This design comes from an exercise in tuning for small area, a short achievable clock period and few clock cycles per item on the open sky130 flow, not from production work. At most, simulation tests tie the RTL to the original design; equivalence was not proved. Function not checked in run 7: the RTL went through the layout flow alone. Power figures rest on the tool's default switching activity, not on a simulated workload.

==> flow/flow/run.sh <==
#!/bin/bash
# Own layout flow: the standard ORFS flow, with these changes:
#  - synthesis is the standard flow's own script (synth_recipe.tcl) with yosys's generic "abc -fast" pass
#    skipped (SYNTH_ARGS=-noabc) and the final ABC mapping script replaced: flow/abc_leaf.script
#    for the small combinational modules, flow/abc_top.script for the top module. Registers and
#    their names are untouched by either change;
#  - the port buffers are sky130_fd_sc_hd__buf_2 instead of the default choice, and the output
#    ports' buffers become sky130_fd_sc_hd__buf_1 after global placement (flow/post_gpl.tcl);
#  - repair_timing aims for a setup margin of flow/margin.txt ns.
# ORFS writes each step's log under orfs/logs; make's own output goes to make.log here.
set -euo pipefail
W=$PWD
FL=$W/flow
RES=$W/orfs/results/$FLOW_PLATFORM/redmule_mx_encoder/base
MARGIN=$(cat $FL/margin.txt)
cat > $W/own_synth.tcl <<EOT
proc abc {args} {
  set i [lsearch -exact \$args -script]
  set leaf \$args
  lset leaf [expr {\$i + 1}] $FL/abc_leaf.script
  set top \$args
  lset top [expr {\$i + 1}] $FL/abc_top.script
  yosys abc {*}\$leaf redmule_mx_enc redmule_mx_norm
  yosys abc {*}\$top $FLOW_TOP
}
source $W/synth_recipe.tcl
EOT
export BUFFER_PORTS_ARGS="-buffer_cell sky130_fd_sc_hd__buf_2"
export SETUP_SLACK_MARGIN=$MARGIN
export SYNTH_ARGS=-noabc
if [[ -f $FL/post_gpl.tcl ]]; then export POST_GLOBAL_PLACE_TCL=$FL/post_gpl.tcl; fi
make -C $FLOW_HOME DESIGN_CONFIG=$W/config.mk WORK_HOME=$W/orfs CLKGATE_MAP_FILE= \
  SYNTH_SCRIPT=$W/own_synth.tcl "BUFFER_PORTS_ARGS=$BUFFER_PORTS_ARGS" \
  SETUP_SLACK_MARGIN=$MARGIN SYNTH_ARGS=-noabc finish > $W/make.log 2>&1
: # left out here: write the final layout as DEF
==> flow/flow/abc_leaf.script <==
&get -n
&st
&deepsyn -J 300 -T 900
&st
&dch -f
&nf -R 1000
&put
==> flow/flow/abc_top.script <==
&get -n
&st
&deepsyn -J 300 -T 900
&st
&dch -f
&nf -R 1000
&put
==> flow/flow/margin.txt <==
42.4
==> flow/flow/post_gpl.tcl <==
# The output ports drive only their 0.01 pF load: give their buffers the smallest drive.
set n 0
foreach bt [[ord::get_db_block] getBTerms] {
  if {[$bt getIoType] ne "OUTPUT"} continue
  foreach it [[$bt getNet] getITerms] {
    if {![$it isOutputSignal]} continue
    set inst [$it getInst]
    if {[[$inst getMaster] getName] eq "sky130_fd_sc_hd__buf_2"} {
      replace_cell [get_cells [$inst getName]] sky130_fd_sc_hd__buf_1
      incr n
    }
  }
}
puts "post_gpl: $n output port buffers set to sky130_fd_sc_hd__buf_1"
==> flow/standard.sh <==
#!/bin/bash
# synth_recipe.tcl (not shown) runs the flow's synth.tcl, then flattens the netlist and writes it again
# the make line also repeats each setting of config.mk as NAME=value (left out here)
make -C /OpenROAD-flow-scripts/flow DESIGN_CONFIG=/design/flow/config.mk WORK_HOME=/design/flow/orfs CLKGATE_MAP_FILE= SYNTH_SCRIPT=/design/flow/synth_recipe.tcl "${@:-finish}"
==> flow/config.mk <==
export PLATFORM = sky130hd
export DESIGN_NAME = redmule_mx_encoder
export DESIGN_NICKNAME = redmule_mx_encoder
export VERILOG_FILES = /design/flow/design.v
export SDC_FILE = /design/flow/constraint.sdc
export NUM_CORES = 8
export LEC_CHECK = 0
export CAP_MARGIN = 20
export CORE_MARGIN = 2
export CORE_UTILIZATION = 55
export CTS_CLUSTER_DIAMETER = 150
export CTS_CLUSTER_SIZE = 25
export PLACE_DENSITY = 0.65
export SLEW_MARGIN = 20
export SYNTH_HIERARCHICAL = 1
==> flow/constraint.sdc <==
create_clock -name core_clock -period 55.0 [get_ports {clk_i}]
set_input_delay 11.0000 -clock core_clock [delete_from_list [all_inputs] [get_ports {clk_i}]]
set_output_delay 11.0000 -clock core_clock [all_outputs]
set_load 0.01 [all_outputs]
==> flow/design.v <==
module redmule_mx_norm (
  input logic [15:0] x_i,
  output logic [11:0] el_o
);
  logic [9:0] m, pre, h;
  logic [5:0] ks;
  logic [4:0] fs;
  logic enz;
  assign m = x_i[9:0];
  assign enz = |x_i[14:10];
  always_comb begin
    pre[9] = 1'b0;
    for (int i = 8; i >= 0; i--) pre[i] = pre[i + 1] | m[i + 1];
  end
  assign h = m & ~pre;
  always_comb begin
    ks = '0;
    for (int i = 0; i < 10; i++) ks = ks | ({6{h[i]}} & 6'(i + 23));
  end
  assign fs[4] = |(h[9:1] & m[8:0]);
  assign fs[3] = |(h[9:2] & m[7:0]);
  assign fs[2] = |(h[9:3] & m[6:0]);
  assign fs[1] = |(h[9:4] & m[5:0]);
  assign fs[0] = |(m[4:0] & pre[8:4]);
  assign el_o[11] = x_i[15];
  assign el_o[10:5] = enz ? {1'b1, x_i[14:10]} : ks;
  assign el_o[4:0] = enz ? {m[9:6], |m[5:0]} : fs;
endmodule
module redmule_mx_enc (
  input logic [11:0] el_i,
  input logic [5:0] kn_i,
  output logic [7:0] q_o
);
  logic [4:0] f, g;
  logic [5:0] k, j;
  logic [6:0] cy;
  logic co, rnd, nrm, sat, s0, s1, s2, s3, nz, r0, r1, t0, t1;
  logic [2:0] r;
  logic [3:0] sub;
  logic [6:0] c;
  assign f = el_i[4:0];
  assign k = el_i[10:5];
  assign co = &f[4:1];
  assign cy[0] = co;
  always_comb
    for (int i = 0; i < 6; i++) begin
      j[i] = k[i] ^ kn_i[i] ^ cy[i];
      cy[i + 1] = (k[i] & kn_i[i]) | (cy[i] & (k[i] ^ kn_i[i]));
    end
  assign rnd = f[1] & (f[0] | f[2]);
  assign r[0] = f[2] ^ rnd;
  assign r[1] = f[3] ^ (f[2] & f[1]);
  assign r[2] = f[4] ^ (f[3] & f[2] & f[1]);
  assign g = co ? 5'd0 : f;
  assign nz = |j[3:0];
  assign nrm = (j[5] && j[4] && nz) || (j == 6'd0);
  assign sat = (j == 6'd0) || (&j[3:0] && &r);
  assign s0 = j == 6'd48;
  assign s1 = j == 6'd47;
  assign s2 = j == 6'd46;
  assign s3 = j == 6'd45;
  assign r0 = g[2] & (g[1] | g[0] | g[3]);
  assign r1 = g[3] & (g[2] | g[1] | g[0] | g[4]);
  assign t0 = g[4] & g[3] & r0;
  assign t1 = g[4] & r1;
  assign sub[3] = s0 & t0;
  assign sub[2] = (s0 & !t0) | (s1 & t1);
  assign sub[1] = (s0 & (g[4] ^ (g[3] & r0))) | (s1 & !t1) | (s2 & g[4]);
  assign sub[0] = (s0 & (g[3] ^ r0)) | (s1 & (g[4] ^ r1)) | (s2 & !g[4]) | (s3 & |g);
  assign c[6:3] = nrm ? (j[3:0] | {4{sat}}) : {3'b000, sub[3]};
  assign c[2:0] = nrm ? (sat ? 3'b110 : r) : sub[2:0];
  assign q_o = {el_i[11], c};
endmodule
module redmule_mx_encoder #(
  parameter int DATA_W = 256,
  parameter int BITW = 16,
  parameter int NUM_LANES = 8
) (
  input logic clk_i,
  input logic rst_i,
  input logic fp16_valid_i,
  output logic fp16_ready_o,
  input logic [NUM_LANES*BITW-1:0] fp16_data_i,
  output logic mx_val_valid_o,
  input logic mx_val_ready_i,
  output logic [DATA_W-1:0] mx_val_data_o,
  output logic mx_exp_valid_o,
  input logic mx_exp_ready_i,
  output logic [7:0] mx_exp_data_o
);
  localparam int EW = 12;
  logic [NUM_LANES*EW-1:0] w_norm;
  logic [NUM_LANES*EW-1:0] r_c, r_d;
  logic [127:0] r_a, r_b;
  logic [EW-1:0] w_el [32];
  logic [255:0] w_enc;
  logic [5:0] r_km, w_kmax, w_kn;
  logic [47:0] w_kl, r_kl;
  logic r_klv;
  logic [8:0] w_col [6];
  logic [8:0] w_alive [7];
  logic w_special;
  logic [1:0] r_cnt, w_cnt;
  logic r_full, w_full, r_rdy, w_rdy, r_val_v, w_val_v, r_exp_v, w_exp_v;
  logic [7:0] r_exp;
  logic w_acc, w_go, w_lda, w_ldb, w_hda, w_hdb;
  for (genvar l = 0; l < NUM_LANES; l++) begin : g_norm
    redmule_mx_norm u_norm (.x_i(fp16_data_i[BITW*l +: BITW]), .el_o(w_norm[EW*l +: EW]));
    assign w_kl[6*l +: 6] = w_norm[EW*l + 5 +: 6];
  end
  always_comb
    for (int l = 0; l < NUM_LANES; l++) begin
      w_el[l] = r_c[EW*l +: EW];
      w_el[8 + l] = r_d[EW*l +: EW];
      w_el[16 + l] = r_a[EW*l +: EW];
      w_el[24 + l] = r_b[EW*l +: EW];
    end
  always_comb
    for (int b = 0; b < 6; b++) begin
      for (int i = 0; i < 8; i++) w_col[b][i] = r_kl[6*i + b] & r_klv;
      w_col[b][8] = r_km[b];
    end
  assign w_alive[6] = '1;
  always_comb
    for (int b = 5; b >= 0; b--) begin
      w_kmax[b] = |(w_alive[b + 1] & w_col[b]);
      w_alive[b] = w_alive[b + 1] & (w_col[b] | {9{!w_kmax[b]}});
    end
  assign w_special = &w_kmax;
  assign w_kn = w_kmax == 6'd0 ? 6'd16 : ~w_kmax;
  for (genvar i = 0; i < 32; i++) begin : g_enc
    logic [7:0] q;
    redmule_mx_enc u_enc (.el_i(w_el[i]), .kn_i(w_kn), .q_o(q));
    assign w_enc[8*i +: 8] = w_special ? 8'h7F : q;
  end
  assign w_acc = fp16_valid_i && r_rdy;
  assign w_lda = r_rdy && r_cnt == 2'd2;
  assign w_ldb = r_rdy && r_cnt == 2'd3;
  assign w_hda = !(w_go || w_lda);
  assign w_hdb = !(w_go || w_ldb);
  assign w_go = r_full && !r_exp_v;
  always_comb begin
    w_cnt = r_cnt + 2'(w_acc);
    w_full = (r_full && !w_go) || (w_acc && r_cnt == 2'd3);
    w_val_v = w_go || (r_val_v && !mx_val_ready_i);
    w_exp_v = w_go || (r_exp_v && !mx_exp_ready_i);
    case (w_cnt)
      2'd0: w_rdy = !w_full || !w_exp_v;
      2'd1: w_rdy = 1'b1;
      default: w_rdy = !w_val_v;
    endcase
  end
  always_ff @(posedge clk_i) begin
    if (rst_i) begin
      r_cnt <= '0;
      r_full <= 1'b0;
      r_rdy <= 1'b1;
      r_val_v <= 1'b0;
      r_exp_v <= 1'b0;
      r_klv <= 1'b0;
      r_km <= '0;
    end else begin
      r_klv <= w_acc;
      r_km <= w_go ? 6'd0 : w_kmax;
      r_cnt <= w_cnt;
      r_full <= w_full;
      r_rdy <= w_rdy;
      r_val_v <= w_val_v;
      r_exp_v <= w_exp_v;
    end
  end
  always_ff @(posedge clk_i) begin
    r_kl <= w_kl;
    if (r_rdy && r_cnt == 2'd0) r_c <= w_norm;
    if (r_rdy && r_cnt == 2'd1) r_d <= w_norm;
    r_a[95:0] <= ({96{w_go}} & w_enc[95:0]) | ({96{w_lda}} & w_norm) | ({96{w_hda}} & r_a[95:0]);
    r_b[95:0] <= ({96{w_go}} & w_enc[223:128]) | ({96{w_ldb}} & w_norm) | ({96{w_hdb}} & r_b[95:0]);
    if (w_go) begin
      r_a[127:96] <= w_enc[127:96];
      r_b[127:96] <= w_enc[255:224];
    end
    if (w_go) r_exp <= w_special ? 8'hFF : w_kmax == 6'd0 ? 8'h00 : 8'(w_kmax) + 8'd72;
  end
  assign fp16_ready_o = r_rdy;
  assign mx_val_valid_o = r_val_v;
  assign mx_exp_valid_o = r_exp_v;
  assign mx_val_data_o = {r_b, r_a};
  assign mx_exp_data_o = r_exp;
endmodule
==> qor.yml, run 1 <==
power_and_ir_drop:
  peakVddDrop_uv: 34.1
  power.density_nw_per_um2: 53.2
  leakage_nw: 14.0
  finalPower_mw: 1.99
logic_synthesis:
  synth_edf_count: 264
  yosys_warnings: 15
  yosysUniqueCellTypes: 47
  ys_top_cells_by_area: "edfxtp_1 (24%), dfxtp_1 (15%), fa_1 (9.6%)"
  synth_flop_cell: "edfxtp_1"
  synth-async-reset-ratio_pct: 0
  postSynthCellCount: 3712
  netlist_area_um2: 33500
  synth.avg_cell_area_um2: 9.03
  synth_top_area_share_pct: 23.6
  seq_area_frac_synth_pct: 38.8
  synth.most_common_cell: "nand2_1"
  synthTopCellsByCount: "nand2_1 (622), o21ai_0 (318), edfxtp_1 (264)"
  yosysTopAreaCell: "edfxtp_1"
  postSynthNetCount: 4072
  ys_seq_elements: 517
route:
  avgViaCountPerCell: 6.56
  drtIter0Drc: 3859
  first_pass_iters: 6
  ant_nets: 0
  wl_per_cell_um: 24.1
  wl_um: 119000
  via_count: 32300
  drc_errors: 0
timing:
  period_minus_slack_ns: 12.51
  fmax_mhz: 80.0
  setup_tns_ns: 0
  maxSlewHeadroom_pct: 31.2
  worst_pin_slew_ns: 1.03
  slew_viol_final: 0
  setup_violations: 0
  skew_ns: 0.0248
  rsz0062_at_grt: "yes"
  hold_viol_final: 0
  finalCritPeriodShare_pct: 22.7
  whs_ns: 0.474
  setup_slack_ns: 42.49
critical_path:
  reg2reg_from: "r_klv"
  startpoint: "fp16_data_i[44]"
  cp.arrival_ns: 13.04
  critPathMaxFanout: 9
  startpoint_type: "input pin"
  r2r_slack_ns: 43.30
  r2r_end: "r_a[34]"
  endpoint: "r_b[30]"
  crit_path_end_kind: "flip-flop"
  path_class: "in2reg"
  r2r_cells: 37
  crit_required_ns: 55.54
layout:
  syn_to_final_growth_pct: 11.4
  stdcell_count: 4927
  layout-drive-gt1-share_pct: 6.80
  antenna_cells: 0
  layout.nets: 4488
floorplanning:
  num_rows: 90
  dieArea_um2: 63000
  coreArea_um2: 60400
  die_width_um: 251
  io_pins: 400
  fp.dieH_um: 251
  initial_utilization_pct: 55.5
hold_path:
  hold_class: "reg2reg"
clock_tree:
  cts_tree: "yes"
  clock_path_buffers: 3
  cts.sinks: 517
  cts_root_buf: "clkbuf_16"
  clk_latency_ns: 0.61
  cts_hold_buffers: 0
  cts_buffers: 24
  clk_pin_slew_ns: 0.12
  htree_levels: 1
flow_run:
  cap_violations: 0
global_routing:
  antenna_found_initial: 0
  grt-ovfl-total: 0
  grt_max_degree: 116
  grt_pass1_wl_um: 178000
  grt_pass1_vias: 29400
  track_usage_pct: 36.6
place:
  dp_hpwl_um: 86800
  post-place-cells: 4877
  port_buffers: 399
  pre_cts_ws_ns: 41.67
outcome:
  status: "finished clean"
[cells in the final DEF, fill, tap and decap left out, types with 34 or more instances in the layout]
cell type,count
nand2_1,613
o21ai_0,304
a21o_1,48
nand3_1,207
buf_1,267
or4_1,64
nor2b_1,34
xnor2_1,97
nand2b_1,68
nor3_1,107
ha_1,67
nor2_1,198
fa_1,160
o211ai_1,77
nor4_1,36
a22oi_1,202
buf_2,132
dfxtp_1,253
and3_1,43
a21oi_1,183
and2_0,105
clkinv_1,80
nand4_1,65
edfxtp_1,264
or3_1,40
[worst min-delay path by stage]
stage | depth (start not counted) | startpoint | slack (ns) | to
floorplan | 2 | r_a[23] | 0.47 | r_a[23]
global placement | 2 | r_b[95] | 0.43 | r_b[95]
detailed placement | 2 | r_b[95] | 0.46 | r_b[95]
CTS | 2 | r_b[95] | 0.48 | r_b[95]
global route | 2 | r_c[95] | 0.51 | r_a[63]
finish | 2 | r_b[95] | 0.47 | r_b[95]
[stage by stage]
step / util, % / area (µm²)
floorplan: - / 33900
global placement: 61.0 / 36800
detailed placement: 60.5 / 36500
CTS: 61.7 / 37200
global route: 61.9 / 37300
finish: 61.9 / 37300
[critical path, stage by stage]
cell,delay [ns]
buf_2,0.11
nor3_2,0.21
nand2_2,0.17
nor2_4,0.24
clkinv_1,0.35
a31oi_1,0.29
or2_0,0.36
a22oi_1,0.16
nand3_1,0.13
[layer usage]
layer	global-route usage [%]	vias up	share of wire (%)
met3	6.34	262	10
met4	15.6	0	4.8
met5	0	-	0
met2	57.1	1661	45
li1	-	14800	-
met1	50.5	15600	40
[layout make-up]
| cell class | count | area (µm²) |
|---|---|---|
| fillers | 5384 | 23000 |
| multi-input cells | 3067 | 20400 |
| flip-flops and latches | 517 | 13000 |
| repair buffers | 430 | 1910 |
| well taps | 782 | 978 |
| clock buffers | 42 | 689 |
| inverters | 88 | 354 |
| clock inverters | 1 | 8.76 |
[per-module statistics from Yosys, one instance, submodules excluded]
| module | flip-flops and latches | copies in the design | cells |
|---|---|---|---|
| redmule_mx_encoder | 517 | 1 | 1280 |
| redmule_mx_enc | 0 | 32 | 57 |
| redmule_mx_norm | 0 | 8 | 76 |
[report_power, final]
group          switching, mW  total [mW]  internal (mW)
combinational          0.673        1.10          0.427
sequential             0.158       0.669          0.511
clock                  0.130       0.216         0.0866
total                  0.961        1.99           1.02
[registers in the layout, indices dropped and copies added (netlist names)]
signal and flops:
r_exp_v 1, r_rdy 1, r_val_v 1, r_exp 8
r_klv 1, r_a 128, r_cnt 2, r_d 96
r_c 96, r_full 1, r_kl 48, r_b 128
r_km 6
[cell families after synthesis]
logic type	Yosys count	synth area share [%]
XOR/XNOR	97	2.53
AND/OR/NAND/NOR	1701	24.6
adder cells (fa/ha/maj)	227	12.1
AO/OA/AOI/OAI	1042	20.2
buffers and inverters	128	1.88
flip-flops	517	38.8
[what timing repair did]
action / in CTS / in global routing
pin swaps: 0 / 6
resized for setup: 2 / 22
buffers inserted: 0 / 6
setup endpoints to repair: 6 / 52
Testbench counts, summed over its fixed seeds: cycles 2,064, blocks 512.
==> run 2, diff against run 1 <==
==> flow/flow/margin.txt (replaced) <==
42.5
--- a/flow/config.mk
+++ b/flow/config.mk
@@ -7,3 +7,3 @@
 export LEC_CHECK = 0
-export CAP_MARGIN = 20
+export CAP_MARGIN = 5
 export CORE_MARGIN = 2
@@ -13,3 +13,3 @@
 export PLACE_DENSITY = 0.65
-export SLEW_MARGIN = 20
+export SLEW_MARGIN = 5
 export SYNTH_HIERARCHICAL = 1
==> run 2 against run 1 <==
Critical endpoint is now mx_val_data_o[49]. Critical path depth decreased by 8. Maximum frequency increased by 0.46%. Non-clock buffer count increased by 13. Count of clock-buffer cells in the layout increased by 1. Highest routed layer is now met5. Still clean on timing, DRC and antenna. Worst setup slack improved by 0.057 ns. Hold slack improved by 0.0075 ns. Die area unchanged. Synthesized cell count unchanged. Routed wire length decreased by 0.91%. Via count decreased by 0.31%. Critical path type is now reg2out. Global-route usage decreased by 0.29 points.
==> qor.yml, run 2 <==
clock_tree:
  clk_pin_slew_ns: 0.10
  clock_path_buffers: 3
  cts_hold_buffers: 0
  cts_root_buf: "clkbuf_16"
  clk_latency_ns: 0.62
  cts_tree: "yes"
  cts_buffers: 24
  cts.sinks: 517
  htree_levels: 1
timing:
  maxSlewHeadroom_pct: 27.1
  slew_viol_final: 0
  fmax_mhz: 80.3
  skew_ns: 0.0316
  rsz0062_at_grt: "no"
  whs_ns: 0.482
  finalCritPeriodShare_pct: 22.6
  worst_pin_slew_ns: 1.09
  setup_violations: 0
  hold_viol_final: 0
  period_minus_slack_ns: 12.45
  setup_tns_ns: 0
route:
  drtIter0Drc: 3494
  wl_per_cell_um: 23.8
  drc_errors: 0
  avgViaCountPerCell: 6.52
  ant_nets: 0
  via_count: 32200
  wl_um: 118000
  first_pass_iters: 8
global_routing:
  antenna_found_initial: 2
  track_usage_pct: 36.3
  grt_pass1_wl_um: 175000
  grt_pass1_vias: 29000
  grt_max_degree: 91
  grt-ovfl-total: 0
layout:
  reg_top3: "r_a (128), r_b (128)"
  layout-drive-gt1-share_pct: 7.36
  layout_common_cells: "nand2_1 (611), o21ai_0 (300), buf_1 (265)"
  num-fill-cells: 5383
  layout_commonest_cell: "nand2_1"
  layout.nets: 4501
  syn_to_final_growth_pct: 11.8
logic_synthesis:
  synthTopCellsByCount: "nand2_1 (622), o21ai_0 (318), edfxtp_1 (264)"
  synth_compound_area_share_pct: 20.2
  yosysTopAreaCell: "edfxtp_1"
  muxShareOfSynthArea_pct: 0
  netlist_area_um2: 33500
  synth.most_common_cell: "nand2_1"
  seq_area_frac_synth_pct: 38.8
  synthAdderAreaFrac_pct: 12.1
  synth_top_family_by_area: "simple AND/OR/NAND/NOR gates"
  ys_top_cells_by_area: "edfxtp_1 (24%), dfxtp_1 (15%), fa_1 (9.6%)"
  synth_edf_count: 264
  postSynthNetCount: 4072
  synth_flop_cell: "edfxtp_1"
  yosys_warnings: 15
  synth.avg_cell_area_um2: 9.03
  synth-async-reset-ratio_pct: 0
  postSynthCellCount: 3712
  synth_top_area_share_pct: 23.6
  yosysUniqueCellTypes: 47
  ys_seq_elements: 517
  synth-xor-area-share_pct: 2.53
  synth-simple-area-share_pct: 24.6
power_and_ir_drop:
  power.density_nw_per_um2: 52.7
  clkPwrFrac_pct: 10.9
  cell_internal_pwr_mw: 1.02
  power_frac_seq_pct: 33.7
  leakage_nw: 14.1
  pwr-share-comb_pct: 55.4
  swShare_pct: 48.2
  power.switching_mw: 0.952
  peakVddDrop_uv: 32.4
critical_path:
  crit_path_end_kind: "output port"
  cp.arrival_ns: 1.45
  critPathSlowestCell: "dfxtp_1"
  cpPeakStageDelay_ns: 0.57
  path_class: "reg2out"
  critPathMaxFanout: 9
  path_buf_inv: 1
  crit_required_ns: 44.00
  startpoint_type: "flip-flop"
  cp_cell_sequence: "buf_1"
  crit_family: "flip-flops"
hold_path:
  hold_class: "reg2reg"
place:
  dp_hpwl_um: 86500
  port_buffers: 399
floorplanning:
  coreArea_um2: 60400
  fp.dieH_um: 251
  io_pins: 400
  initial_utilization_pct: 55.5
  dieArea_um2: 63000
  die_width_um: 251
  num_rows: 90
outcome:
  status: "finished clean"
flow_run:
  cap_violations: 0
[run 2: cell count changes in the layout (fill, tap and decap cells not counted), moves of 4 or more]
cell	delta
o21ai_1	+5
or2_0	-4
o21ai_0	-4
nor2b_1	-5
nor2b_2	+5
or2_1	+6
buf_4	+14
[run 2: final timing paths]
path            from                 to  slack (ns)  cells past startpoint
min          r_a[71]            r_a[71]        0.48                      2
max reg2reg    r_klv            r_a[34]       43.16                     37
max          r_a[49]  mx_val_data_o[49]       42.55                      1
min reg2reg  r_a[71]            r_a[71]        0.48                      2
[run 2: layout make-up]
cell class / instances / area [µm²] / share of cell area, %
multi-input cells: 3067 / 20500 / 54.6
flip-flops and latches: 517 / 13000 / 34.7
repair buffers: 443 / 2000 / 5.32
well taps: 782 / 978 / 2.61
clock buffers: 43 / 693 / 1.85
inverters: 88 / 352 / 0.938
clock inverters: 1 / 8.76 / 0.0234
diodes: 2 / 5.00 / 0.0134
[run 2: modules after synthesis (local to each module, per instance)]
module	cells	area (µm²)	flip-flops and latches
redmule_mx_encoder	1280	17300	517
redmule_mx_enc	57	410	0
redmule_mx_norm	76	387	0
[run 2: logic make-up after synthesis]
kind of cell	count (synthesis)
fa+ha+maj	227
buf+inv	128
flops	517
compound gates	1042
xor+xnor	97
simple gates	1701
[run 2: tightest hold or removal path: stages, from the launching register on]
cell and delay, ns:
dfxtp_1 0.35, nand2_1 0.06, nand2_1 0.04
[run 2: metal layers]
metal | vias to the layer above | wire [µm] | track usage [%]
met1 | 15500 | 47500 | 49.2
met2 | 1595 | 52200 | 55.9
met5 | - | 12 | 0
met4 | 2 | 5700 | 15.7
li1 | 14900 | - | -
met3 | 262 | 12300 | 8.44
[run 2: power groups by stage]
stage | clock network (mW) | registers (mW) | logic [mW]
detailed placement | 0 | 0.669 | 1.07
global placement | 0 | 0.667 | 1.08
floorplan | 0 | 0.650 | 0.746
global route | 0.229 | 0.678 | 1.22
finish | 0.216 | 0.666 | 1.10
CTS | 0.216 | 0.661 | 1.08
[run 2: metrics by stage]
step                      util, %  area [µm²]  worst slack [ns]  cells  power [mW]
after floorplan                 -       33900             42.31   3712        1.40
after global placement       61.2       36900             41.80   4880        1.75
after detailed placement     60.6       36600             41.82   4880        1.74
after CTS                    61.8       37300             42.51   4924        1.95
after global routing         62.1       37500             42.47   4941        2.12
final                        62.1       37500             42.55   4943        1.98
[run 2: timing repair]
action | in CTS | in global routing
gates resized for setup | 2 | 23
endpoints found under the hold margin | 0 | 0
endpoints found under the setup margin | 4 | 58
setup buffers | 0 | 17
pin swaps | 0 | 15
gates cloned | 0 | 0
==> run 3, diff against run 2 <==
--- a/flow/config.mk
+++ b/flow/config.mk
@@ -7,3 +7,3 @@
 export LEC_CHECK = 0
-export CAP_MARGIN = 5
+export CAP_MARGIN = 20
 export CORE_MARGIN = 2
@@ -12,4 +12,5 @@
 export CTS_CLUSTER_SIZE = 25
+export GPL_ROUTABILITY_DRIVEN = 0
 export PLACE_DENSITY = 0.65
-export SLEW_MARGIN = 5
+export SLEW_MARGIN = 20
 export SYNTH_HIERARCHICAL = 1
==> run 3 against run 2 <==
Clock skew shrank 0.012 ns. Critical path depth is the same. Power about the same. Synthesized cell count is the same. Combinational power hardly changed. Sequential share of layout area about the same. Largest power group unchanged. Largest cell class unchanged. Critical path type unchanged. First-iteration DRC count grew 2.7%. Non-clock buffer count down 3. Sequential power about the same. Die area stayed put.
==> qor.yml, run 3 <==
critical_path:
  startpoint_type: "flip-flop"
  path_class: "reg2out"
  critPathSlowestCell: "dfxtp_1"
  crit_path_end_kind: "output port"
  critPathMaxFanout: 9
  path_buf_inv: 1
  cp.arrival_ns: 1.45
  cp_cell_sequence: "buf_1"
  cp.depth: 1
  r2r_slack_ns: 43.32
  r2r_cells: 37
  crit_required_ns: 44.00
  crit_family: "flip-flops"
  cpPeakStageDelay_ns: 0.56
clock_tree:
  cts_root_buf: "clkbuf_16"
  cts_buffers: 24
  cts_tree: "yes"
  htree_levels: 1
  cts.sinks: 517
  clk_latency_ns: 0.62
  clk_pin_slew_ns: 0.10
  clock_path_buffers: 3
timing:
  slew_viol_final: 0
  fmax_mhz: 80.3
  hold_viol_final: 0
  skew_ns: 0.0194
  maxSlewHeadroom_pct: 24.0
  finalCritPeriodShare_pct: 22.6
  whs_ns: 0.473
  setup_violations: 0
  worst_pin_slew_ns: 1.14
  rsz0062_at_grt: "yes"
  period_minus_slack_ns: 12.45
  setup_tns_ns: 0
route:
  drtIter0Drc: 3588
  ant_nets: 0
  wl_um: 117000
  wl_per_cell_um: 23.7
  first_pass_iters: 8
  avgViaCountPerCell: 6.53
  via_count: 32200
  drc_errors: 0
global_routing:
  antenna_found_initial: 2
  use_met1_pct: 49.3
  grt_max_degree: 111
  grt_util_met3_pct: 7.35
  track_usage_pct: 36.0
  grt-ovfl-total: 0
  grt_pass1_vias: 29200
  met2_usage_pct: 57.5
  grt_pass1_wl_um: 175000
  top_usage_layer: "met2"
hold_path:
  hold-path-cell-count: 2
  hold_class: "reg2reg"
layout:
  layout_commonest_cell: "nand2_1"
  antenna_cells: 0
  syn_to_final_growth_pct: 11.7
  reg_top3: "r_a (128), r_b (128)"
  layout.nets: 4498
  layout_common_cells: "nand2_1 (611), o21ai_0 (300), buf_1 (266)"
  final_area_um2: 37500
  stdcell_count: 4937
  num-fill-cells: 5341
  layout-drive-gt1-share_pct: 7.41
floorplanning:
  coreArea_um2: 60400
  fp.dieH_um: 251
  dieArea_um2: 63000
  die_width_um: 251
  io_pins: 400
  initial_utilization_pct: 55.5
  num_rows: 90
power_and_ir_drop:
  power.density_nw_per_um2: 52.8
  peakVddDrop_uv: 29.7
  finalPower_mw: 1.98
  leakage_nw: 14.1
logic_synthesis:
  synthTopCellsByCount: "nand2_1 (622), o21ai_0 (318), edfxtp_1 (264)"
  yosysTopAreaCell: "edfxtp_1"
  yosys_warnings: 15
  ys_seq_elements: 517
  synth.avg_cell_area_um2: 9.03
  synth_top_area_share_pct: 23.6
  postSynthNetCount: 4072
  seq_area_frac_synth_pct: 38.8
  yosysUniqueCellTypes: 47
  synth_flop_cell: "edfxtp_1"
  netlist_area_um2: 33500
  postSynthCellCount: 3712
  synth-async-reset-ratio_pct: 0
  synth_edf_count: 264
  synth.most_common_cell: "nand2_1"
  ys_top_cells_by_area: "edfxtp_1 (24%), dfxtp_1 (15%), fa_1 (9.6%)"
place:
  port_buffers: 399
  place_area_um2: 36600
  dp_hpwl_um: 85300
  post-place-cells: 4880
outcome:
  status: "finished clean"
flow_run:
  cap_violations: 0
[run 3: changes by cell type in the layout (fill, tap and decap cells not counted), sizes merged]
| cell | delta |
|---|---|
| buf | -1 |
| clkbuf | -3 |
| clkinv | +1 |
| diode | -2 |
| inv | -1 |
[run 3: what timing repair did]
action                                  in CTS  in global routing
gates resized for setup                      4                 23
buffers inserted                             1                 13
endpoints found under the setup margin       7                 62
pin swaps                                    1                 12
hold buffers                                 0                  0
[run 3: power breakdown]
| part | internal (mW) | leakage, nW | switching (mW) | total [mW] |
|---|---|---|---|---|
| Combinational | 0.427 | 9.14 | 0.670 | 1.10 |
| Sequential | 0.511 | 4.58 | 0.154 | 0.665 |
| Clock | 0.0864 | 0.333 | 0.130 | 0.216 |
| Total | 1.02 | 14.1 | 0.953 | 1.98 |
[run 3: worst paths after layout]
| check | endpoint | from |
|---|---|---|
| worst max register to register | r_a[34] | r_klv |
| worst min register to register | r_b[95] | r_b[95] |
| worst max-delay path | mx_val_data_o[61] | r_a[61] |
| worst min-delay path | r_b[95] | r_b[95] |
[run 3: layout make-up]
cell class / instances / area, µm² / area share [%]
inverter: 88 / 350 / 0.935
tap: 782 / 978 / 2.61
clock inverter: 1 / 8.76 / 0.0234
sequential: 517 / 13000 / 34.7
timing repair buffer: 440 / 1970 / 5.26
clock buffer: 42 / 689 / 1.84
multi-input combinational: 3067 / 20500 / 54.6
[run 3: logic make-up after synthesis]
family / Yosys count / synth area share [%]
AND/OR/NAND/NOR: 1701 / 24.6
XOR/XNOR: 97 / 2.53
AO/OA/AOI/OAI: 1042 / 20.2
flip-flops: 517 / 38.8
buffers and inverters: 128 / 1.88
adder cells (fa/ha/maj): 227 / 12.1
[run 3: Yosys stat by module, one instance, submodules excluded]
module / flops+latches / copies in the design / cells / cell area, µm²
redmule_mx_norm: 0 / 8 / 76 / 387
redmule_mx_enc: 0 / 32 / 57 / 410
redmule_mx_encoder: 517 / 1 / 1280 / 17300
[run 3: routing by layer]
metal	up-vias	wire [µm]
li1	14900	-
met1	15500	46900
met2	1670	53200
met3	223	12600
met4	2	4260
met5	-	13
[run 3: through the flow]
stage,worst slack [ns],utilization [%]
6_report,42.55,62.1
5_1_grt,42.45,62.1
4_1_cts,42.51,61.8
3_5_place_dp,41.84,60.6
3_3_place_gp,41.84,61.2
2_1_floorplan,42.31,-
[run 3: worst register-to-register path: cells and delay by family (launching register included)]
| family | cells | cell delay, ns |
|---|---|---|
| AOI/OAI and AO/OA | 15 | 4.39 |
| and+or+nand+nor | 13 | 3.21 |
| adders and majority gates | 4 | 1.70 |
| buffers and inverters | 3 | 1.27 |
| DFF | 1 | 0.67 |
| xor gates and xnor gates | 2 | 0.39 |
==> run 4, diff against run 3 <==
--- a/flow/config.mk
+++ b/flow/config.mk
@@ -12,3 +12,2 @@
 export CTS_CLUSTER_SIZE = 25
-export GPL_ROUTABILITY_DRIVEN = 0
 export PLACE_DENSITY = 0.65
==> run 4 against run 3 <==
Critical path depth stayed put. Final cell count is 0.12% higher. Hold slack better by 0.0089 ns. Combinational power hardly changed. Register-to-register slack worse by 0.16 ns. Flip-flop and latch count stayed put. First-iteration DRC count is 2.6% lower. Clock power hardly changed. Synthesized area stayed put. Clock skew is 0.012 ns higher. Routed wire length is 0.68% higher. Largest cell class unchanged.
==> qor.yml, run 4 <==
layout:
  syn_to_final_growth_pct: 11.8
  layout_commonest_cell: "nand2_1"
  reg_top3: "r_a (128), r_b (128)"
  layout.nets: 4501
  layout-drive-gt1-share_pct: 7.36
  final_util_pct: 62.1
  layout_common_cells: "nand2_1 (611), o21ai_0 (300), buf_1 (265)"
  num-fill-cells: 5383
global_routing:
  grt-ovfl-total: 0
  track_usage_pct: 36.3
  antenna_found_initial: 2
  grt_pass1_vias: 29000
  grt_pass1_wl_um: 175000
  grt_max_degree: 91
route:
  drc_errors: 0
  first_pass_iters: 8
  via_count: 32200
  ant_nets: 0
  avgViaCountPerCell: 6.52
  drtIter0Drc: 3494
  wl_per_cell_um: 23.8
  wl_um: 118000
logic_synthesis:
  synth_edf_count: 264
  yosysUniqueCellTypes: 47
  netlist_area_um2: 33500
  yosys_warnings: 15
  synthTopCellsByCount: "nand2_1 (622), o21ai_0 (318), edfxtp_1 (264)"
  synth.avg_cell_area_um2: 9.03
  ys_top_cells_by_area: "edfxtp_1 (24%), dfxtp_1 (15%), fa_1 (9.6%)"
  postSynthCellCount: 3712
  ys_seq_elements: 517
  synth.most_common_cell: "nand2_1"
  seq_area_frac_synth_pct: 38.8
  yosysTopAreaCell: "edfxtp_1"
  synth_flop_cell: "edfxtp_1"
  postSynthNetCount: 4072
  synth-async-reset-ratio_pct: 0
  synth_top_area_share_pct: 23.6
floorplanning:
  dieArea_um2: 63000
  die_width_um: 251
  initial_utilization_pct: 55.5
  coreArea_um2: 60400
  num_rows: 90
  fp.dieH_um: 251
  io_pins: 400
clock_tree:
  htree_levels: 1
  clock_path_buffers: 3
  clk_latency_ns: 0.62
  cts_tree: "yes"
  cts_hold_buffers: 0
  cts_root_buf: "clkbuf_16"
  cts.sinks: 517
  cts_buffers: 24
  clk_pin_slew_ns: 0.10
place:
  dp_hpwl_um: 86500
  port_buffers: 399
  pre_cts_ws_ns: 41.82
timing:
  hold_viol_final: 0
  setup_slack_ns: 42.55
  maxSlewHeadroom_pct: 27.1
  slew_viol_final: 0
  rsz0062_at_grt: "no"
  worst_pin_slew_ns: 1.09
  period_minus_slack_ns: 12.45
  setup_violations: 0
  finalCritPeriodShare_pct: 22.6
  setup_tns_ns: 0
  fmax_mhz: 80.3
  skew_ns: 0.0316
power_and_ir_drop:
  clkPwrFrac_pct: 10.9
  peakVddDrop_uv: 32.4
  leakage_nw: 14.1
  power.density_nw_per_um2: 52.7
  power_frac_seq_pct: 33.7
  pwr-share-comb_pct: 55.4
  cell_internal_pwr_mw: 1.02
  swShare_pct: 48.2
  power.switching_mw: 0.952
hold_path:
  hold_class: "reg2reg"
  worstHoldStart: "r_a[71]"
  hold_end: "r_a[71]"
  hold-path-cell-count: 2
critical_path:
  path_buf_inv: 1
  path_class: "reg2out"
  crit_required_ns: 44.00
  r2r_slack_ns: 43.16
  cpPeakStageDelay_ns: 0.57
  r2r_cells: 37
  startpoint_type: "flip-flop"
  critPathMaxFanout: 9
  r2r_end: "r_a[34]"
  reg2reg_from: "r_klv"
  cp.arrival_ns: 1.45
  crit_family: "flip-flops"
  crit_path_end_kind: "output port"
  cp_cell_sequence: "buf_1"
  critPathSlowestCell: "dfxtp_1"
outcome:
  status: "finished clean"
flow_run:
  cap_violations: 0
-- run 4: cell counts after synthesis --
No cell type changed its count.
-- run 4: timing repair --
action | CTS | global route
setup endpoints to repair | 4 | 58
buffers inserted | 0 | 17
pin swaps | 0 | 15
resized for setup | 2 | 23
-- run 4: kinds of logic after synthesis --
family                   after synthesis  share of synthesized area, %
AO/OA/AOI/OAI                       1042                          20.2
XOR/XNOR                              97                          2.53
adder cells (fa/ha/maj)              227                          12.1
buffers and inverters                128                          1.88
flip-flops                           517                          38.8
AND/OR/NAND/NOR                     1701                          24.6
-- run 4: layer usage --
| metal | GRT usage, % | routed length [µm] |
|---|---|---|
| met4 | 15.7 | 5700 |
| met3 | 8.44 | 12300 |
| met2 | 55.9 | 52200 |
| met5 | 0 | 12 |
| met1 | 49.2 | 47500 |
-- run 4: how the worst max path moves through the flow --
stage                    start           endpoint  slack, ns  cells after the start
2_1_floorplan  fp16_data_i[38]            r_a[25]      42.31                     10
3_3_place_gp   fp16_data_i[99]            r_b[73]      41.80                     13
3_5_place_dp   fp16_data_i[99]            r_b[73]      41.82                     13
4_1_cts        fp16_data_i[83]            r_b[61]      42.51                     13
5_1_grt        fp16_data_i[83]            r_a[66]      42.47                     10
6_report               r_a[49]  mx_val_data_o[49]      42.55                      1
-- run 4: cell type report --
class / instances / area (µm²) / share of cell area, %
Inverter: 88 / 352 / 0.938
Clock inverter: 1 / 8.76 / 0.0234
Clock buffer: 43 / 693 / 1.85
Timing Repair Buffer: 443 / 2000 / 5.32
Tap cell: 782 / 978 / 2.61
Antenna cell: 2 / 5.00 / 0.0134
Sequential cell: 517 / 13000 / 34.7
Multi-Input combinational cell: 3067 / 20500 / 54.6
-- run 4: Yosys stat by module, one instance, submodules excluded --
module / cells inside / flops+latches / area [µm²] / times used
redmule_mx_enc: 57 / 0 / 410 / 32
redmule_mx_encoder: 1280 / 517 / 17300 / 1
redmule_mx_norm: 76 / 0 / 387 / 8
-- run 4: through the flow --
step	cell area, µm²	total power, mW	instances	hold WS [ns]
detailed placement	36600	1.74	4880	0.463
global placement	36900	1.75	4880	0.454
floorplan	33900	1.40	3712	0.475
finish	37500	1.98	4943	0.482
CTS	37300	1.95	4924	0.485
global route	37500	2.12	4941	0.512
-- run 4: power groups by stage --
stage / clock network, mW / logic, mW / registers [mW]
after detailed placement: 0 / 1.07 / 0.669
final: 0.216 / 1.10 / 0.666
after CTS: 0.216 / 1.08 / 0.661
after global placement: 0 / 1.08 / 0.667
after floorplan: 0 / 0.746 / 0.650
after global routing: 0.229 / 1.22 / 0.678
==> run 5, diff against run 4 <==
--- a/flow/config.mk
+++ b/flow/config.mk
@@ -9,6 +9,6 @@
 export CORE_MARGIN = 2
-export CORE_UTILIZATION = 55
+export CORE_UTILIZATION = 62
 export CTS_CLUSTER_DIAMETER = 150
 export CTS_CLUSTER_SIZE = 25
-export PLACE_DENSITY = 0.65
+export PLACE_DENSITY = 0.72
 export SLEW_MARGIN = 20
==> run 5 against run 4 <==
Global-route usage rose by 3.6 points. Synthesized cell count unchanged. Flip-flop and latch count stayed put. Sequential power barely moved. Design area down 0.26%. Sequential share of layout area increased by 0.091 points. Die area shrank 11%. Critical endpoint is now mx_val_data_o[201]. Worst setup slack got worse by 0.040 ns. Still clean. Power increased by 0.46%.
==> qor.yml, run 5 <==
logic_synthesis:
  synth-async-reset-ratio_pct: 0
  netlist_area_um2: 33500
  postSynthNetCount: 4072
  synth.avg_cell_area_um2: 9.03
  postSynthCellCount: 3712
  yosys_warnings: 15
  synth_top_area_share_pct: 23.6
  synth_flop_cell: "edfxtp_1"
  synthTopCellsByCount: "nand2_1 (622), o21ai_0 (318), edfxtp_1 (264)"
  ys_top_cells_by_area: "edfxtp_1 (24%), dfxtp_1 (15%), fa_1 (9.6%)"
  synth_edf_count: 264
  seq_area_frac_synth_pct: 38.8
  synth.most_common_cell: "nand2_1"
  ys_seq_elements: 517
  yosysTopAreaCell: "edfxtp_1"
  yosysUniqueCellTypes: 47
global_routing:
  track_usage_pct: 39.9
  antenna_found_initial: 4
  grt_pass1_vias: 29800
  grt_max_degree: 96
  grt-ovfl-total: 0
  grt_pass1_wl_um: 174000
route:
  drc_errors: 0
  wl_per_cell_um: 23.8
  first_pass_iters: 6
  via_count: 32900
  ant_nets: 0
  avgViaCountPerCell: 6.78
  drtIter0Drc: 4319
  wl_um: 115000
critical_path:
  reg2reg_from: "r_klv"
  critPathMaxFanout: 9
  cp.arrival_ns: 1.49
  r2r_slack_ns: 42.94
  r2r_end: "r_b[82]"
  r2r_cells: 38
  cpPeakStageDelay_ns: 0.57
  critPathSlowestCell: "dfxtp_1"
  cp_cell_sequence: "buf_1"
  crit_required_ns: 44.00
  crit_family: "flip-flops"
  path_class: "reg2out"
  path_buf_inv: 1
  startpoint_type: "flip-flop"
  crit_path_end_kind: "output port"
  startpoint: "r_b[73]"
layout:
  final_util_pct: 69.7
  stdcell_count: 4855
  syn_to_final_growth_pct: 11.5
  layout.nets: 4500
  final_area_um2: 37400
  layout_common_cells: "nand2_1 (609), o21ai_0 (300), buf_1 (267)"
  reg_top3: "r_a (128), r_b (128)"
  layout_commonest_cell: "nand2_1"
  layout-drive-gt1-share_pct: 7.38
floorplanning:
  coreArea_um2: 53600
  initial_utilization_pct: 62.6
  dieArea_um2: 56000
  num_rows: 85
  fp.dieH_um: 237
  io_pins: 400
  die_width_um: 237
clock_tree:
  clk_pin_slew_ns: 0.10
  cts_root_buf: "clkbuf_16"
  htree_levels: 1
  cts.sinks: 517
  cts_buffers: 24
  clock_path_buffers: 3
  clk_latency_ns: 0.62
  cts_tree: "yes"
  cts_hold_buffers: 0
timing:
  slew_viol_final: 0
  maxSlewHeadroom_pct: 20.2
  rsz0062_at_grt: "yes"
  worst_pin_slew_ns: 1.20
  skew_ns: 0.0389
  whs_ns: 0.459
  setup_tns_ns: 0
  finalCritPeriodShare_pct: 22.7
  hold_viol_final: 0
  setup_violations: 0
  setup_slack_ns: 42.51
  period_minus_slack_ns: 12.49
  fmax_mhz: 80.1
flow_run:
  cap_violations: 0
hold_path:
  hold-path-cell-count: 2
  hold_class: "reg2reg"
  hold_end: "r_b[47]"
  worstHoldStart: "r_b[47]"
power_and_ir_drop:
  clkPwrFrac_pct: 10.7
  power_frac_seq_pct: 33.5
  leakage_nw: 14.1
  cell_internal_pwr_mw: 1.02
  power.density_nw_per_um2: 53.1
  power.switching_mw: 0.961
  peakVddDrop_uv: 39.8
  swShare_pct: 48.4
  pwr-share-comb_pct: 55.8
  finalPower_mw: 1.99
place:
  pre_cts_ws_ns: 41.79
  dp_hpwl_um: 84000
  place_area_um2: 36500
  post-place-cells: 4792
  port_buffers: 399
outcome:
  status: "finished clean"
==> run 5: cell counts after synthesis <==
No cell type changed its count.
==> run 5: repair_timing <==
action / 4_1_cts / 5_1_grt
setup endpoints to repair: 10 / 158
pin swaps: 0 / 15
resized for setup: 4 / 23
gates cloned: 0 / 0
setup buffers: 2 / 16
==> run 5: cell families (layout without fill, tap and decap cells) <==
logic type | after synthesis | after routing | share of synthesized area (%)
xor gates and xnor gates | 97 | 97 | 2.53
DFF | 517 | 517 | 38.8
AOI/OAI and AO/OA | 1042 | 1042 | 20.2
and+or+nand+nor | 1701 | 1701 | 24.6
other | 0 | 1 | 0
adders and majority gates | 227 | 227 | 12.1
buffers and inverters | 128 | 574 | 1.88
==> run 5: tightest hold or removal path: cells and delay by family, from the launching register on <==
kind	cells	cell delay [ns]
DFF	1	0.33
and+or+nand+nor	2	0.10
==> run 5: how the worst max path moves through the flow <==
stage | cells after the start | end | slack [ns]
after global placement | 13 | r_a[73] | 41.84
final | 1 | mx_val_data_o[201] | 42.51
after floorplan | 10 | r_a[25] | 42.31
after detailed placement | 13 | r_a[73] | 41.79
after CTS | 13 | r_a[49] | 42.51
after global routing | 37 | r_b[82] | 42.42
==> run 5: layout make-up <==
type / count / area [µm²]
fillers: 4379 / 16200
multi-input cells: 3067 / 20500
flip-flops and latches: 517 / 13000
clock buffers: 43 / 693
inverters: 88 / 348
well taps: 696 / 871
clock inverters: 1 / 8.76
repair buffers: 442 / 1990
diodes: 1 / 2.50
==> run 5: power groups by stage <==
stage                     Sequential [mW]  Combinational (mW)  Clock, mW
after floorplan                     0.650               0.746          0
after global placement              0.663                1.07          0
after detailed placement            0.666                1.07          0
after CTS                           0.658                1.08      0.213
after global routing                0.675                1.23      0.227
final                               0.665                1.11      0.213
==> run 5: routing by layer <==
layer	share of wire, %	wire length (µm)	GRT usage, %	vias up
met5	0.035	40	0	-
met4	5.3	6110	17.5	6
met3	13	14600	9.59	349
met2	44	51000	61.8	2198
met1	38	43500	53.7	15500
li1	-	-	-	14900
==> run 5: modules after synthesis, one instance, submodules excluded <==
module / cells / flip-flops and latches / cell area, µm²
redmule_mx_encoder: 1280 / 517 / 17300
redmule_mx_norm: 76 / 0 / 387
redmule_mx_enc: 57 / 0 / 410
==> run 6, diff against run 5 <==
==> flow/flow/post_gpl.tcl (replaced) <==
# The ports' buffers get the smallest drive: the outputs drive only their 0.01 pF load, and the
# repair that follows upsizes any input buffer on a critical path.
set n 0
foreach bt [[ord::get_db_block] getBTerms] {
  set dir [$bt getIoType]
  if {$dir ne "OUTPUT" && $dir ne "INPUT"} continue
  foreach it [[$bt getNet] getITerms] {
    set inst [$it getInst]
    if {[[$inst getMaster] getName] ne "sky130_fd_sc_hd__buf_2"} continue
    if {$dir eq "OUTPUT" && ![$it isOutputSignal]} continue
    if {$dir eq "INPUT" && ![$it isInputSignal]} continue
    replace_cell [get_cells [$inst getName]] sky130_fd_sc_hd__buf_1
    incr n
  }
}
puts "post_gpl: $n port buffers set to sky130_fd_sc_hd__buf_1"
--- a/flow/config.mk
+++ b/flow/config.mk
@@ -9,6 +9,6 @@
 export CORE_MARGIN = 2
-export CORE_UTILIZATION = 62
+export CORE_UTILIZATION = 55
 export CTS_CLUSTER_DIAMETER = 150
 export CTS_CLUSTER_SIZE = 25
-export PLACE_DENSITY = 0.72
+export PLACE_DENSITY = 0.65
 export SLEW_MARGIN = 20
==> run 6 against run 5 <==
Sequential power about the same. Maximum frequency up 0.34%. Non-clock buffer count up 3. Clock power about the same. Die area up 13%. Design area about the same. Global-route usage down 3.5 points. Highest routed layer is now met4. Hold slack better by 0.027 ns. Still clean. Via count down 1.3%. Count of clock-buffer cells in the layout down 1.
==> qor.yml, run 6 <==
outcome:
  status: "finished clean"
power_and_ir_drop:
  swShare_pct: 48.2
  peakVddDrop_uv: 28.0
  power.switching_mw: 0.952
  power_frac_seq_pct: 33.7
  cell_internal_pwr_mw: 1.02
  leakage_nw: 13.8
  clkPwrFrac_pct: 10.9
  power.density_nw_per_um2: 52.9
  finalPower_mw: 1.98
  pwr-share-comb_pct: 55.4
timing:
  setup_tns_ns: 0
  skew_ns: 0.0247
  slew_viol_final: 0
  maxSlewHeadroom_pct: 28.6
  whs_ns: 0.486
  period_minus_slack_ns: 12.45
  hold_viol_final: 0
  fmax_mhz: 80.3
  rsz0062_at_grt: "yes"
  worst_pin_slew_ns: 1.07
  setup_violations: 0
  setup_slack_ns: 42.55
  finalCritPeriodShare_pct: 22.6
route:
  drtIter0Drc: 3489
  wl_um: 118000
  drc_errors: 0
  via_count: 32500
  wl_per_cell_um: 23.9
  ant_nets: 0
  avgViaCountPerCell: 6.57
  first_pass_iters: 8
global_routing:
  grt-ovfl-total: 0
  grt_pass1_vias: 29000
  track_usage_pct: 36.5
  grt_max_degree: 91
  antenna_found_initial: 1
  grt_pass1_wl_um: 177000
logic_synthesis:
  synth.most_common_cell: "nand2_1"
  synthAdderAreaFrac_pct: 12.1
  synth-async-reset-ratio_pct: 0
  ys_top_cells_by_area: "edfxtp_1 (24%), dfxtp_1 (15%), fa_1 (9.6%)"
  synth_compound_area_share_pct: 20.2
  synthTopCellsByCount: "nand2_1 (622), o21ai_0 (318), edfxtp_1 (264)"
  synth_edf_count: 264
  ys_seq_elements: 517
  synth_top_area_share_pct: 23.6
  seq_area_frac_synth_pct: 38.8
  synth-xor-area-share_pct: 2.53
  synth_top_family_by_area: "simple AND/OR/NAND/NOR gates"
  netlist_area_um2: 33500
  synth.avg_cell_area_um2: 9.03
  postSynthCellCount: 3712
  yosysTopAreaCell: "edfxtp_1"
  yosys_warnings: 15
  synth_flop_cell: "edfxtp_1"
  muxShareOfSynthArea_pct: 0
  postSynthNetCount: 4072
  yosysUniqueCellTypes: 47
  synth-simple-area-share_pct: 24.6
place:
  dp_hpwl_um: 86500
  post-place-cells: 4880
  pre_cts_ws_ns: 41.64
  port_buffers: 399
layout:
  antenna_cells: 0
  layout-drive-gt1-share_pct: 4.78
  layout_commonest_cell: "nand2_1"
  layout.nets: 4503
  stdcell_count: 4942
  syn_to_final_growth_pct: 11.4
  layout_common_cells: "nand2_1 (609), buf_1 (379), o21ai_0 (300)"
  reg_top3: "r_a (128), r_b (128)"
hold_path:
  worstHoldStart: "r_b[31]"
  hold_class: "reg2reg"
  hold-path-cell-count: 2
critical_path:
  reg2reg_from: "r_klv"
  cp.depth: 1
  startpoint: "r_a[80]"
  cp_cell_sequence: "buf_1"
  crit_required_ns: 44.00
  crit_family: "flip-flops"
  crit_path_end_kind: "output port"
  cpPeakStageDelay_ns: 0.53
  startpoint_type: "flip-flop"
  r2r_cells: 37
  path_buf_inv: 1
  cp.arrival_ns: 1.45
  critPathMaxFanout: 3
  critPathSlowestCell: "dfxtp_1"
  path_class: "reg2out"
flow_run:
  cap_violations: 0
floorplanning:
  io_pins: 400
  fp.dieH_um: 251
  coreArea_um2: 60400
  dieArea_um2: 63000
  num_rows: 90
  die_width_um: 251
  initial_utilization_pct: 55.5
clock_tree:
  cts.sinks: 517
  cts_root_buf: "clkbuf_16"
  htree_levels: 1
  cts_tree: "yes"
  cts_buffers: 24
  clk_latency_ns: 0.60
  clock_path_buffers: 3
  clk_pin_slew_ns: 0.11
-- run 6: cell types whose count changed in the layout (fill, tap and decap cells not counted), moves of 2 or more --
cell / delta
nor2_2: +2
or3_1: -2
a21oi_2: -3
buf_2: -126
nor2_4: -2
buf_4: +2
buf_1: +112
a21oi_1: +3
clkbuf_2: +15
or3_4: +2
-- run 6: per-layer routing --
layer / vias to the layer above / wire, µm / track usage [%]
li1: 14800 / - / -
met4: 0 / 4560 / 13.0
met1: 15600 / 48200 / 51.2
met5: - / 0 / 0
met3: 262 / 12000 / 6.23
met2: 1770 / 53500 / 57.1
-- run 6: final timing paths --
kind                       endpoint  slack, ns
setup / recovery  mx_val_data_o[80]      42.55
hold / removal              r_b[31]       0.49
setup reg to reg            r_a[34]      43.18
hold reg to reg             r_b[31]       0.49
-- run 6: cell type report --
cell class                      count  area, µm²
Clock buffer                       42        689
Clock inverter                      1       8.76
Fill cell                        5454      23000
Inverter                           88        350
Multi-Input combinational cell   3067      20500
Sequential cell                   517      13000
Tap cell                          782        978
Timing Repair Buffer              445       1870
-- run 6: kinds of logic after synthesis --
logic type / Yosys count
AND/OR/NAND/NOR: 1701
AO/OA/AOI/OAI: 1042
flip-flops: 517
adder cells (fa/ha/maj): 227
buffers and inverters: 128
XOR/XNOR: 97
-- run 6: modules after synthesis, one instance, submodules excluded --
module,cells,cell area [µm²],times used,flip-flops and latches
redmule_mx_norm,76,387,8,0
redmule_mx_encoder,1280,17300,1,517
redmule_mx_enc,57,410,32,0
-- run 6: timing repair --
action,4_1_cts,5_1_grt
hold buffers,0,0
pin swaps,4,15
endpoints found under the setup margin,31,79
setup buffers,6,12
resized for setup,12,36
-- run 6: power by group through the flow --
stage | Sequential, mW | Combinational [mW] | Clock, mW
floorplan | 0.650 | 0.746 | 0
global placement | 0.667 | 1.08 | 0
detailed placement | 0.669 | 1.07 | 0
CTS | 0.661 | 1.08 | 0.216
global route | 0.677 | 1.22 | 0.229
finish | 0.666 | 1.09 | 0.215
-- run 6: through the flow --
stage	utilization, %	cell area [µm²]
floorplan	-	33900
global placement	61.2	36900
detailed placement	60.3	36400
CTS	61.6	37200
global route	61.9	37400
finish	61.9	37400
==> run 7, diff against run 6 <==
--- a/flow/design.v
+++ b/flow/design.v
@@ -4,5 +4,5 @@
 );
-  logic [9:0] m, pre, h;
+  logic [9:0] m, a, b, c, d;
+  logic [3:0] sh;
   logic [5:0] ks;
-  logic [4:0] fs;
   logic enz;
@@ -10,19 +10,14 @@
   assign enz = |x_i[14:10];
-  always_comb begin
-    pre[9] = 1'b0;
-    for (int i = 8; i >= 0; i--) pre[i] = pre[i + 1] | m[i + 1];
-  end
-  assign h = m & ~pre;
-  always_comb begin
-    ks = '0;
-    for (int i = 0; i < 10; i++) ks = ks | ({6{h[i]}} & 6'(i + 23));
-  end
-  assign fs[4] = |(h[9:1] & m[8:0]);
-  assign fs[3] = |(h[9:2] & m[7:0]);
-  assign fs[2] = |(h[9:3] & m[6:0]);
-  assign fs[1] = |(h[9:4] & m[5:0]);
-  assign fs[0] = |(m[4:0] & pre[8:4]);
+  assign sh[3] = ~|m[9:2];
+  assign a = sh[3] ? {m[1:0], 8'd0} : m;
+  assign sh[2] = ~|a[9:6];
+  assign b = sh[2] ? {a[5:0], 4'd0} : a;
+  assign sh[1] = ~|b[9:8];
+  assign c = sh[1] ? {b[7:0], 2'd0} : b;
+  assign sh[0] = ~c[9];
+  assign d = sh[0] ? {c[8:0], 1'b0} : c;
+  assign ks = ~|m ? 6'd0 : 6'd32 - 6'(sh);
   assign el_o[11] = x_i[15];
   assign el_o[10:5] = enz ? {1'b1, x_i[14:10]} : ks;
-  assign el_o[4:0] = enz ? {m[9:6], |m[5:0]} : fs;
+  assign el_o[4:0] = enz ? {m[9:6], |m[5:0]} : {d[8:5], |d[4:0]};
 endmodule
==> flow/flow/post_gpl.tcl (replaced) <==
# The output ports drive only their 0.01 pF load: give their buffers the smallest drive.
set n 0
foreach bt [[ord::get_db_block] getBTerms] {
  if {[$bt getIoType] ne "OUTPUT"} continue
  foreach it [[$bt getNet] getITerms] {
    if {![$it isOutputSignal]} continue
    set inst [$it getInst]
    if {[[$inst getMaster] getName] eq "sky130_fd_sc_hd__buf_2"} {
      replace_cell [get_cells [$inst getName]] sky130_fd_sc_hd__buf_1
      incr n
    }
  }
}
puts "post_gpl: $n output port buffers set to sky130_fd_sc_hd__buf_1"
==> run 7 against run 6 <==
Still clean on timing, DRC and antenna. Hold slack got worse by 0.016 ns. Count of clock-buffer cells in the layout increased by 1. Register-to-register slack improved by 0.92 ns. Synthesized area decreased by 0.88%. Maximum frequency decreased by 1.1%. Final cell count increased by 1.9%. Global-route usage increased by 0.13 points. Core utilization increased by 3.7 points. Largest power group unchanged.
==> qor.yml, run 7 <==
timing:
  whs_ns: 0.470
  maxSlewHeadroom_pct: 23.0
  hold_viol_final: 0
  slew_viol_final: 0
  fmax_mhz: 79.5
  skew_ns: 0.0202
  setup_tns_ns: 0
  rsz0062_at_grt: "yes"
  worst_pin_slew_ns: 1.15
  finalCritPeriodShare_pct: 22.9
  setup_violations: 0
  period_minus_slack_ns: 12.58
logic_synthesis:
  synth.most_common_cell: "nand2_1"
  synth_top_area_share_pct: 23.9
  synth-async-reset-ratio_pct: 0
  ys_seq_elements: 517
  synth_edf_count: 264
  synth.avg_cell_area_um2: 9.00
  postSynthNetCount: 4059
  yosysTopAreaCell: "edfxtp_1"
  ys_top_cells_by_area: "edfxtp_1 (24%), dfxtp_1 (15%), fa_1 (9.6%)"
  seq_area_frac_synth_pct: 39.1
  synth_flop_cell: "edfxtp_1"
  yosysUniqueCellTypes: 47
  yosys_warnings: 14
  synthTopCellsByCount: "nand2_1 (681), o21ai_0 (378), nor2_1 (265)"
  netlist_area_um2: 33200
  postSynthCellCount: 3691
power_and_ir_drop:
  leakage_nw: 15.1
  finalPower_mw: 2.00
  power.density_nw_per_um2: 50.9
  peakVddDrop_uv: 37.0
route:
  wl_per_cell_um: 23.6
  via_count: 32700
  avgViaCountPerCell: 6.49
  wl_um: 119000
  drtIter0Drc: 3560
  drc_errors: 0
  first_pass_iters: 6
  ant_nets: 0
floorplanning:
  coreArea_um2: 60000
  num_rows: 90
  dieArea_um2: 62400
  io_pins: 400
  die_width_um: 250
  fp.dieH_um: 250
  initial_utilization_pct: 55.4
layout:
  syn_to_final_growth_pct: 18.5
  layout_commonest_cell: "nand2_1"
  layout_common_cells: "nand2_1 (663), o21ai_0 (336), buf_1 (267)"
  stdcell_count: 5036
  layout-drive-gt1-share_pct: 13.9
  antenna_cells: 0
  final_area_um2: 39400
  reg_top3: "r_a (128), r_b (128)"
  layout.nets: 4604
place:
  place_area_um2: 36400
  post-place-cells: 4862
  dp_hpwl_um: 84800
  port_buffers: 399
hold_path:
  hold-path-cell-count: 2
  hold_class: "reg2reg"
clock_tree:
  clk_latency_ns: 0.61
  cts_buffers: 24
  cts_hold_buffers: 0
  cts_root_buf: "clkbuf_16"
  cts_tree: "yes"
  htree_levels: 1
  clock_path_buffers: 3
  clk_pin_slew_ns: 0.10
  cts.sinks: 517
critical_path:
  crit_path_end_kind: "flip-flop"
  r2r_cells: 37
  startpoint_type: "input pin"
  cp.arrival_ns: 13.07
  crit_required_ns: 55.49
  path_class: "in2reg"
  critPathMaxFanout: 6
global_routing:
  grt_pass1_vias: 29800
  grt_pass1_wl_um: 177000
  antenna_found_initial: 0
  track_usage_pct: 36.6
  grt-ovfl-total: 0
  grt_max_degree: 108
flow_run:
  cap_violations: 0
outcome:
  status: "finished clean"
[run 7: cell count changes in the layout (fill, tap and decap cells not counted), moves of 38 or more]
cell	before	now
buf_1	379	267
nor2_2	6	44
or2_0	7	60
nand2b_1	68	11
buf_2	6	111
nand3_1	207	110
o211ai_1	77	34
and3_1	43	0
o31a_1	0	40
nand2_1	609	663
buf_4	45	145
[run 7: metrics by stage]
step	util, %	setup slack (ns)
5_1_grt	65.6	42.32
2_1_floorplan	-	42.10
3_3_place_gp	61.2	41.48
4_1_cts	63.6	42.45
3_5_place_dp	60.6	41.62
6_report	65.6	42.42
[run 7: path summary, 6_finish.rpt]
check | from | endpoint | slack [ns]
worst min-delay path | r_b[47] | r_b[47] | 0.47
worst max register to register | r_kl[29] | r_b[82] | 44.10
worst max-delay path | fp16_data_i[55] | r_b[43] | 42.42
worst min register to register | r_b[47] | r_b[47] | 0.47
[run 7: cell families after synthesis]
family                   share of synthesized area (%)
AND/OR/NAND/NOR                                   20.6
flip-flops                                        39.1
multiplexers                                     0.482
buffers and inverters                             1.99
AO/OA/AOI/OAI                                     23.4
adder cells (fa/ha/maj)                           12.5
XOR/XNOR                                          1.92
[run 7: Yosys stat by module (local to each module, per instance)]
module	cells	times used	flip-flops and latches	area [µm²]
redmule_mx_encoder	1275	1	517	17300
redmule_mx_enc	60	32	0	409
redmule_mx_norm	62	8	0	355
[run 7: power breakdown]
part / internal [mW] / switching [mW]
registers: 0.510 / 0.158
clock network: 0.0868 / 0.128
logic: 0.426 / 0.694
[run 7: routing by layer]
layer / wire, µm / track usage (%) / share of wire [%]
met4: 6370 / 17.4 / 5.4
met1: 46700 / 48.1 / 39
met5: 0 / 0 / 0
met3: 10500 / 5.42 / 8.8
met2: 55400 / 59.7 / 47
[run 7: critical path, cell delays in order]
cell	delay, ns
buf_8	0.10
or4_4	0.60
o21bai_4	0.17
nor2_2	0.06
nor2_2	0.19
clkinv_2	0.15
ha_4	0.19
xnor2_2	0.13
a21o_4	0.24
a22oi_2	0.15
nand2_1	0.07
[run 7: layout make-up]
cell class,count,area (µm²)
Inverter,96,425
Multi-Input combinational cell,3038,21200
Clock inverter,1,8.76
Sequential cell,517,13000
Timing Repair Buffer,559,3120
Clock buffer,43,693
Tap cell,782,978
Fill cell,5037,20600
[run 7: repair_timing]
| action | CTS | global route |
|---|---|---|
| resized for setup | 141 | 184 |
| pin swaps | 84 | 106 |
| endpoints found under the setup margin | 178 | 204 |
| setup buffers | 70 | 59 |

-- separate check: timing with driven ports --
Ports are ideal in the flow. The routed layouts listed here were re-timed in OpenROAD.
Step 1 sets driving cells, clkbuf_16 on the clock port and buf_2 on the other inputs (assumed; they add their load-dependent delay and slew).
Step 2 adds t to the input delays and takes it off the output delays; t is the mean of the earliest and latest rising clock arrival at the registers after step 1. Input paths then give back, and output paths get back, about the clock's delay inside the block.
Slacks: no drivers / after step 1 / after step 2; pairs: no drivers / after step 1.
| run | t, ns | slack for setup (ns) | worst setup path after step 2 | worst register clock-pin slew, ns | cell pins on the clock port's net |
|---|---|---|---|---|---|
| run 1 | 0.663 | 42.494 / 42.448 / 41.875 | input to register | 0.12 / 0.12 | 1 |
| run 2 | 0.667 | 42.551 / 42.486 / 41.945 | input to register | 0.11 / 0.11 | 1 |
| run 3 | 0.673 | 42.552 / 42.487 / 41.955 | input to register | 0.11 / 0.11 | 1 |
| run 4 | 0.667 | 42.551 / 42.486 / 41.945 | input to register | 0.11 / 0.11 | 1 |
| run 5 | 0.667 | 42.511 / 42.447 / 41.917 | input to register | 0.11 / 0.11 | 1 |
| run 6 | 0.657 | 42.554 / 42.488 / 41.944 | input to register | 0.11 / 0.11 | 1 |
| run 7 | 0.661 | 42.417 / 42.442 / 41.780 | input to register | 0.11 / 0.11 | 1 |
After both steps every run listed still meets setup and hold. For run 7, which loses most, drivers alone change the setup slack by +0.025 ns; drivers and shift together by -0.637 ns.
